Source: an optimization exercise on an open RTL-to-GDS flow (aim: small area). Production flows keep margins and buffers that such runs may drop.
In this exercise RTL edits were held to simulation tests only and were not proved equivalent to the original.
Power is estimated from default activity; no workload was simulated.

## flow/design.v (module list and top-level ports; edited modules follow where they fit)
// module zig_sampler: 1098 lines
// module zig_bsel: 10 lines
// module zig_ihs: 7 lines
// module zig_ihc: 7 lines
// module zig_xor: 7 lines
// module zig_fa: 10 lines
module zig_sampler (
  input  logic        clk,
  input  logic        rst_n,
  input  logic        u_valid,
  output logic        u_ready,
  input  logic [39:0] u_data,
  output logic [6:0]  rect_idx,
  input  logic [17:0] rmost_coord,
  input  logic [31:0] wedge_bound_ratio,
  output logic        z_valid,
  input  logic        z_ready,
  output logic [18:0] z_data,
  output logic        slow_valid,
  input  logic        slow_ready,
  output logic [6:0]  slow_idx,
  output logic [31:0] slow_frac,
  output logic        slow_sign,
  output logic [15:0] acc_cnt,
  output logic [15:0] rej_cnt
);
  // ...
==> flow/flow/run.sh <==
#!/bin/bash
# Own flow: the standard synthesis, an area-oriented re-mapping of its combinational cells
# (registers untouched), then the standard layout with buf_1 as the port buffer and a
# clock tree of clkbuf_8 without dummy loads.
set -euo pipefail
W=$(pwd)
R=$W/orfs/results/$FLOW_PLATFORM/zig_sampler/base
YOSYS=$FLOW_HOME/../tools/install/yosys/bin/yosys
LIB=$FLOW_HOME/platforms/$FLOW_PLATFORM/lib/sky130_fd_sc_hd__tt_025C_1v80.lib

bash standard.sh synth > "$W/1_standard_synth.log" 2>&1
cp "$R/1_2_yosys.v" "$W/1_2_yosys_standard.v"

REMAP_LIB=$LIB REMAP_IN=$W/1_2_yosys_standard.v REMAP_OUT=$R/1_2_yosys.v REMAP_TOP=$FLOW_TOP \
  REMAP_SCRIPT=$W/flow/area.abc "$YOSYS" -c "$W/flow/remap.tcl" > "$W/2_remap.log" 2>&1
rm -f "$R/1_synth.odb" "$R/1_synth.sdc"

bash standard.sh "BUFFER_PORTS_ARGS=-buffer_cell sky130_fd_sc_hd__buf_1" \
  "CTS_ARGS=-sink_clustering_enable -repair_clock_nets -buf_list sky130_fd_sc_hd__clkbuf_8 -dont_use_dummy_load" \
  finish > "$W/3_standard_layout.log" 2>&1
==> flow/flow/area.abc <==
strash
&get -n
&deepsyn -I 10 -J 3
&put
dc2
dch -f
amap
topo
buffer -N 40 -G 1000 -S 800
topo
==> flow/flow/remap.tcl <==
# Re-map the combinational standard cells of the standard synthesis for area.
# Registers, full/half adders and tie cells are kept as they are (same instances, same names).
yosys -import
set lib $::env(REMAP_LIB)
read_liberty -ignore_miss_func -ignore_miss_dir $lib
read_verilog -overwrite $::env(REMAP_IN)
hierarchy -top $::env(REMAP_TOP)
foreach pat {sky130_fd_sc_hd__df* sky130_fd_sc_hd__edf* sky130_fd_sc_hd__sdf* sky130_fd_sc_hd__fa_* sky130_fd_sc_hd__ha_* sky130_fd_sc_hd__conb_*} {
  catch { setattr -mod -set keep_hierarchy 1 $pat }
}
flatten
opt_clean -purge
abc -liberty $lib -script $::env(REMAP_SCRIPT) -dont_use sky130_fd_sc_hd__lpflow_* -dont_use sky130_fd_sc_hd__probe*
opt_clean -purge
hilomap -singleton -hicell sky130_fd_sc_hd__conb_1 HI -locell sky130_fd_sc_hd__conb_1 LO
setattr -mod -unset keep_hierarchy
select $::env(REMAP_TOP)
stat -liberty $lib
write_verilog -noattr -noexpr -nohex -nodec -selected $::env(REMAP_OUT)
==> flow/standard.sh <==
#!/bin/bash
# synth_recipe.tcl (not shown) runs the flow's synth.tcl, then flattens the netlist and writes it again
# the make line also repeats each setting of config.mk as NAME=value (left out here)
make -C /OpenROAD-flow-scripts/flow DESIGN_CONFIG=/design/flow/config.mk WORK_HOME=/design/flow/orfs CLKGATE_MAP_FILE= SYNTH_SCRIPT=/design/flow/synth_recipe.tcl "${@:-finish}"
==> flow/config.mk <==
export PLATFORM = sky130hd
export DESIGN_NAME = zig_sampler
export DESIGN_NICKNAME = zig_sampler
export VERILOG_FILES = /design/flow/design.v
export SDC_FILE = /design/flow/constraint.sdc
export NUM_CORES = 4
export LEC_CHECK = 0
export CAP_MARGIN = 20
export CORE_MARGIN = 2
export CORE_UTILIZATION = 55
export CTS_BUF_LIST = sky130_fd_sc_hd__clkbuf_8
export PLACE_DENSITY = 0.65
export SLEW_MARGIN = 20
export SYNTH_HIERARCHICAL = 1
==> flow/constraint.sdc <==
create_clock -name core_clock -period 9.0 [get_ports {clk}]
set_input_delay 1.8000 -clock core_clock [delete_from_list [all_inputs] [get_ports {clk}]]
set_output_delay 1.8000 -clock core_clock [all_outputs]
set_load 0.01 [all_outputs]
==> reports/summary.md, run 1 <==
• **share of total power in the clock network** 6.6%
• **result of the run** complete, no violations
• **post-CTS repair timing setup buffer count** 0
• **Non-clock buffers, area share** 6.924%
• **global routing usage summed across all routing layers** 36.14%
• **Clock Tree Root** sky130_fd_sc_hd__clkbuf_8
• **met2 Track Usage GR** 55.58%
• **critical path class** in -> out
• **WP data arrival** 6.62 ns
• **number of cells on the worst reg-to-reg path** 40
• **Worst Tran Pin Value** 1.055 ns
• **Final Hold Viols** 0
• **most common cell after layout, fill and taps aside** sky130_fd_sc_hd__nand2_1
• **post-route antenna net violation count** 0
• **hold path endpoint** slow_sign_r
• **GPL Wtd Cong** 0.9724
• **sum of routed wire segments on met1** 21,930 um
• **detailed-routed wire length on met2** 24,070 um
• **Die Width** 174.1 um
• **vias after detailed routing** 15,340
• **number of ordinary inverters in the final layout** 79
• **depth of the CTS H-tree** 4
• **post-route worst setup slack** 0.5822 ns
• **power of the sequential group** 1020 uW
• **Resized Gates After CTS** 0
• **leakage dissipation** 0.006848 uW
• **Routed WL per cell** 22.69 um
• **# rows** 62
• **worst setup path startpoint** wedge_bound_ratio[1]
• **GR met1 Demand/Resource** 50.22%
• **Post-Syn Instances** 1,702
• **tapcell count** 384
• **overall overflow remaining after global route** 0
• **via count of the first global-routing pass** 15,010
• **total of clock buffers placed in the layout** 17
• **Filler Cells Inserted** 2,465
• **startpoint of the lowest-slack hold path** s1_sign_r
• **fraction of final layout cells sized beyond drive strength 1** 7.323%
• **met3 routing resource usage after global routing** 9.230%
• **fin crit period** 8.418 ns
==> run 2: changes to the inputs <==
==> flow/flow/area.abc (replaced) <==
strash
&get -n
&deepsyn -I 10 -J 3
&put
dc2
dch -f
amap
topo
==> reports/summary.md, run 2 <==
• **hold buffer count at CTS** 0
• **detailed-route wire length** 53,410 um
• **clock transition at the register clock pins on the worst setup and hold paths after CTS** 0.05 ns
• **count of max-cap constraint violations** 0
• **largest registers** s1_frac_r: 32 flops, slow_frac_r: 32 flops, z_hi_r: 18 flops
• **Final Net Count** 2,381
• **most common cell after layout, fill and taps aside** sky130_fd_sc_hd__nand2_1
• **global routing usage summed across all routing layers** 36.33%, +0.20 points
• **y dimension of the die** 173.7 um
• **vias after detailed routing** 15,280, -0.36%
• **depth of the CTS H-tree** 4, unchanged
• **Resized Gates After CTS** 0, unchanged
• **Die Width** 173.7 um, -0.20%
• **part of the cycle the worst path needs** 94.46%
• **RSZ-0062 raised after global routing** no
• **DP Cell Count** 2,356
• **fraction of final layout cells sized beyond drive strength 1** 5.530%, -1.8 points
• **net count after synthesis** 2,092
• **count of pins on the block boundary** 196
• **Core Area** 0.02855 mm^2
• **area of the mapped netlist** 0.01584 mm^2
• **largest net degree at the start of global routing** 53
• **DR WL met3** 6493 um
• **Ys Warns** 7
• **hold crit path type** reg -> reg
• **worst voltage drop across the vdd grid** 0.0002097 V
• **area of the die** 0.03017 mm^2
• **largest fanout of any net on the critical path** 23
• **final count of pins violating max slew** 0
• **Slowest Stage Delay on Critical Path** 0.56 ns
• **TritonCTS clock tree** done
• **detailed-routed wire length on met2** 23,180 um, -3.7%
• **number of buffers inserted by port buffering** 195
• **Final Hold Viols** 0, unchanged
• **Worst Tran Pin Value** 1.066 ns, +0.01072 ns
• **number of antenna violations at the first check in global routing** 3
• **GPL Wtd Cong** 0.9718, about the same
• **count of routing violations after the opening detailed-route iteration** 1,940
• **nature of the critical path endpoint** primary output
• **Final setup violation count** 0
• **first-pass GRT wire length** 83,840 um
• **post-route antenna net violation count** 0, unchanged
• **clock network latency to the later pin of the worst-skew pair** 0.49 ns
• **worst endpoint required time** 7.20 ns
• **Post-Syn Instances** 1,702, unchanged
• **Pre-Repair DR Iteration Count** 6
• **# rows** 62, unchanged
• **Detail Placement HPWL** 40,370 um
• **fin crit period** 8.502 ns, +0.08388 ns
• **final setup skew** 0.04976 ns
• **starting density of the core** 55.49%
• **Worst Setup Start Kind** input pin
• **synthesized area per cell** 9.307 um^2
• **post-CTS repair timing setup buffer count** 0, unchanged
• **Clock Tree Root** sky130_fd_sc_hd__clkbuf_8
• **DR DRC count** 0
• **overall overflow remaining after global route** 0, unchanged
• **maximum number of buffers from clock root to sink** 2
• **sum of routed wire segments on met1** 21,800 um, -0.60%
• **most used cell along the critical path** sky130_fd_sc_hd__a221oi_1
• **leading cell types in the layout, fill and taps excluded** 330 x sky130_fd_sc_hd__nand2_1, 276 x sky130_fd_sc_hd__o21ai_0, 255 x sky130_fd_sc_hd__fa_1
• **worst max-slew margin expressed relative to the limit** 28.85%
• **Routed WL per cell** 22.50 um, -0.87%
• **result of the run** complete, no violations
• **highest-delay cell along the critical path** sky130_fd_sc_hd__nor2_4
• **final sum of negative setup slack** 0 ns
• **via count of the first global-routing pass** 14,880, -0.91%
• **Layout Area Growth over Synthesis** 13.06%
• **via/cell ratio** 6.438
• **leakage dissipation** 0.006571 uW, -4.0%
• **WP data arrival** 6.70 ns, +0.08 ns
• **power density over the cells** 326.6 mW/mm^2
• **non-filler cells in the finished layout** 2,374
• **number of buffers created by CTS** 17
• **Sinks on Clock Net** 135
• **maximum frequency from static timing analysis** 0.1176 GHz
• **top metal layer carrying routed signals** met5
• **critical path class** in -> out
==> run 2: layer usage <==
metal | global-route usage (%) | vias to the layer above
met5 | 0 | -
met4 | 13.31 | 4
met3 | 11.18 | 132
met2 | 53.78 | 974
met1 | 50.86 | 7273
li1 | - | 6900
==> run 2: critical path: cells and delay by family <==
| family | cells | cell delay, ns |
|---|---|---|
| buffers and inverters | 3 | 0.59 |
| AO/OA/AOI/OAI | 15 | 2.95 |
| AND/OR/NAND/NOR | 9 | 1.37 |
==> run 2: cell type report <==
class                   count  area, um^2
diodes                      1       2.502
clock buffers              17       234.0
fillers                  2525       10640
inverters                  79       296.5
multi-input cells        1488       11730
flip-flops and latches    135        3844
well taps                 384       480.5
repair buffers            270        1319
==> run 2: stage by stage <==
stage / setup WS (ns) / power [uW] / utilization, % / hold WS (ns) / instance area [um^2]
6_report: 0.4983 / 5850 / 62.74 / 0.4488 / 17910
5_1_grt: 0.02511 / 6416 / 62.73 / 0.4604 / 17910
4_1_cts: 0.4821 / 5792 / 62.73 / 0.4526 / 17910
3_5_place_dp: 0.3340 / 5377 / 61.91 / 0.4375 / 17670
3_3_place_gp: 0.4345 / 5263 / 61.91 / 0.4234 / 17670
2_1_floorplan: 0.03066 / 3999 / - / 0.4215 / 15840
==> run 2: power breakdown <==
group | switching, uW | internal (uW)
Sequential | 86.0 | 933
Combinational | 2590 | 1860
Clock | 208 | 165
==> run 2: path summary, 6_finish.rpt <==
| check | start | to | slack, ns | depth (start not counted) |
|---|---|---|---|---|
| max in group asynchronous | rst_n | s1_idx_r[2] | 6.96 | 1 |
| setup reg to reg | s1_frac_r[26] | z_hi_r[17] | 1.65 | 34 |
| setup / recovery | wedge_bound_ratio[1] | rect_idx[1] | 0.50 | 27 |
| hold / removal | s1_sign_r | slow_sign_r | 0.45 | 0 |
| hold reg to reg | s1_sign_r | slow_sign_r | 0.45 | 0 |
| min in group asynchronous | rst_n | rej_cnt_r[7] | 1.44 | 1 |
==> run 3: changes to the inputs <==
==> flow/flow/area.abc (replaced) <==
strash
&get -n
&deepsyn -I 10 -J 3
&put
dc2
dch -f
amap
topo
buffer -N 40 -G 1000 -S 800
topo
--- a/flow/config.mk
+++ b/flow/config.mk
@@ -8,7 +8,7 @@
 export CAP_MARGIN = 20
 export CORE_MARGIN = 2
-export CORE_UTILIZATION = 55
+export CORE_UTILIZATION = 60
 export CTS_BUF_LIST = sky130_fd_sc_hd__clkbuf_8
-export PLACE_DENSITY = 0.65
+export PLACE_DENSITY = 0.7
 export SLEW_MARGIN = 20
 export SYNTH_HIERARCHICAL = 1
==> reports/summary.md, run 3 <==
• **result of the run** complete, no violations
• **power density over the cells** 325.0 mW/mm^2, -0.49%
• **overall overflow remaining after global route** 0, unchanged
• **hold buffer count at CTS** 0, unchanged
• **count of pins on the block boundary** 196, unchanged
• **maximum number of buffers from clock root to sink** 2, unchanged
• **Internal Pwr Total** 2905 uW, -2.0%
• **largest net degree at the start of global routing** 65, +23%
• **placed instance area** 0.01752 mm^2, -0.86%
• **leakage dissipation** 0.006799 uW, +3.5%
• **via count of the first global-routing pass** 15,100, +1.5%
• **RSZ-0062 raised after global routing** no
• **Slowest Stage Delay on Critical Path** 0.53 ns, -0.03 ns
• **GPL Wtd Cong** 0.9904, +1.9%
• **part of the cycle the worst path needs** 93.47%, -0.99 points
• **most common cell after layout, fill and taps aside** sky130_fd_sc_hd__nand2_1
• **TritonCTS clock tree** done
• **final count of pins violating max slew** 0, unchanged
• **most used cell along the critical path** sky130_fd_sc_hd__a221oi_1
• **detailed-route wire length** 53,040 um, -0.69%
• **WP data arrival** 6.61 ns, -0.09 ns
• **Final Hold Viols** 0, unchanged
• **DR DRC count** 0, unchanged
• **net count after synthesis** 2,092, unchanged
• **Resized Gates After CTS** 0, unchanged
• **Final setup violation count** 0, unchanged
• **nature of the critical path endpoint** primary output
• **via/cell ratio** 6.731, +4.6%
• **worst voltage drop across the vdd grid** 0.0003843 V, +83%
• **switching part of the total** 49.70%, +0.35 points
• **clock network latency to the later pin of the worst-skew pair** 0.48 ns, about the same
• **fraction of final layout cells sized beyond drive strength 1** 6.853%, +1.3 points
• **Worst Tran Pin Value** 1.003 ns, -0.06246 ns
• **Core Area** 0.02606 mm^2, -8.7%
• **critical path class** in -> out
• **Detail Placement HPWL** 39,120 um, -3.1%
• **count of max-cap constraint violations** 0, unchanged
• **worst endpoint required time** 7.20 ns, about the same
• **Clock Tree Root** sky130_fd_sc_hd__clkbuf_8
• **vias after detailed routing** 15,540, +1.7%
• **Final Net Count** 2,362, -0.80%
• **# rows** 59, -4.8%
• **kind of cell adding the most delay to the critical path** compound AO/OA/AOI/OAI gates
• **Ys Warns** 7, unchanged
• **hold crit path type** reg -> reg
• **fin crit period** 8.413 ns, -0.08920 ns
• **largest registers** s1_frac_r: 32 flops, slow_frac_r: 32 flops, z_hi_r: 18 flops
• **part of the total power dissipated in sequential elements** 17.6%, +0.2 points
• **switching power** 2870 uW, -0.59%
• **count of routing violations after the opening detailed-route iteration** 2,015, +3.9%
• **final setup skew** 0.05782 ns, +0.008056 ns
• **maximum frequency from static timing analysis** 0.1189 GHz, +1.1%
• **depth of the CTS H-tree** 4, unchanged
• **Post-Syn Instances** 1,702, unchanged
• **CP Buf/Inv Count** 3, unchanged
• **worst max-slew margin expressed relative to the limit** 33.02%, +4.2 points
• **leading cell types in the layout, fill and taps excluded** 330 x sky130_fd_sc_hd__nand2_1, 276 x sky130_fd_sc_hd__o21ai_0, 255 x sky130_fd_sc_hd__fa_1
• **number of buffers created by CTS** 17, unchanged
• **number of antenna violations at the first check in global routing** 5, +2
• **non-filler cells in the finished layout** 2,309, -2.7%
• **number of buffers inserted by port buffering** 195, unchanged
• **Pre-Repair DR Iteration Count** 6, unchanged
• **global routing usage summed across all routing layers** 38.47%, +2.1 points
• **y dimension of the die** 166.8 um, -4.0%
• **largest fanout of any net on the critical path** 21, -8.7%
• **post-route design area** 0.01777 mm^2, -0.80%
• **starting density of the core** 61.03%, +5.5 points
• **Die Width** 166.8 um, -4.0%
• **DP Cell Count** 2,288, -2.9%
• **area of the die** 0.02783 mm^2, -7.8%
• **synthesized area per cell** 9.344 um^2, +0.40%
• **highest-delay cell along the critical path** sky130_fd_sc_hd__nor2_4
• **clock transition at the register clock pins on the worst setup and hold paths after CTS** 0.12 ns, +0.07 ns
• **post-route antenna net violation count** 0, unchanged
• **Layout Area Growth over Synthesis** 11.71%
• **final sum of negative setup slack** 0 ns, unchanged
• **Sinks on Clock Net** 135, unchanged
• **area of the mapped netlist** 0.01590 mm^2, +0.40%
• **share of power burned in combinational logic** 75.4%, -0.8 points
• **Routed WL per cell** 22.97 um, +2.1%
• **post-CTS repair timing setup buffer count** 0, unchanged
• **Worst Setup Start Kind** input pin
• **share of total power in the clock network** 7.0%, +0.6 points
• **first-pass GRT wire length** 82,810 um, -1.2%
==> run 3: area by class of cell <==
type,count,area [um^2]
Timing Repair Buffer,251,1164
Inverter,79,296.5
Sequential cell,135,3844
Antenna cell,4,10.01
Tap cell,335,419.2
Multi-Input combinational cell,1488,11800
Clock buffer,17,234.0
Fill cell,2133,8293
==> run 3: layer usage <==
| layer | part of all wire (%) | wire length, um | GRT usage, % | vias up |
|---|---|---|---|---|
| li1 | - | - | - | 6855 |
| met1 | 37 | 19870 | 51.87 | 7286 |
| met2 | 45 | 23740 | 58.46 | 1226 |
| met3 | 14 | 7383 | 12.38 | 174 |
| met4 | 3.8 | 2030 | 15.18 | 2 |
| met5 | 0.026 | 14 | 0 | - |
==> run 3: worst paths after layout <==
path                                       from            end  slack, ns  depth (start not counted)
setup reg to reg                   s1_frac_r[0]  acc_cnt_r[15]       1.59                         40
setup / recovery           wedge_bound_ratio[1]    rect_idx[4]       0.59                         27
hold reg to reg                     s1_idx_r[2]  slow_idx_r[2]       0.42                          0
hold / removal                      s1_idx_r[2]  slow_idx_r[2]       0.42                          0
max in group asynchronous                 rst_n    s1_idx_r[3]       6.93                          1
min in group asynchronous                 rst_n   rej_cnt_r[7]       1.44                          1
==> run 3: power by group through the flow <==
stage               Sequential, uW  Clock (uW)  Combinational (uW)
floorplan                     1030           0                2980
global placement              1020           0                4120
detailed placement            1020           0                4230
CTS                           1010         410                4270
global route                  1030         430                4840
finish                        1010         407                4350
==> run 3: stage by stage <==
step | total power (uW) | hold WS, ns | utilization, % | setup slack, ns
2_1_floorplan | 4008 | 0.4215 | - | 0.1406
6_report | 5775 | 0.4168 | 68.18 | 0.5875
5_1_grt | 6297 | 0.4335 | 68.17 | 0.01132
3_5_place_dp | 5251 | 0.4368 | 67.23 | 0.3419
4_1_cts | 5691 | 0.4245 | 68.13 | 0.6188
3_3_place_gp | 5139 | 0.4250 | 67.23 | 0.5041

## re-timing with driven ports
The flow's constraints put no driver on any port. The routed layouts listed below were extracted and timed again, unchanged, in two steps.
Step 1 assumes that a clkbuf_16 drives the clock port and a buf_2 every other input.
Step 2 also shifts input and output timing later by t, the mid clock arrival at the registers, as if the neighbouring blocks saw the same clock.
a / b / c = ideal / step 1 / step 2; a / b = the first two.
run | t, ns | slack for setup (ns) | latest minus earliest clock arrival (ns)
run 1 | 0.496 | 0.582 / 0.562 / 0.362 | 0.053 / 0.053
run 2 | 0.514 | 0.498 / 0.479 / 0.236 | 0.051 / 0.051
run 3 | 0.502 | 0.587 / 0.564 / 0.193 | 0.058 / 0.058
After both steps every run listed still meets setup and hold. For run 3, which loses most, drivers alone change the setup slack by -0.023 ns; drivers and shift together by -0.394 ns.
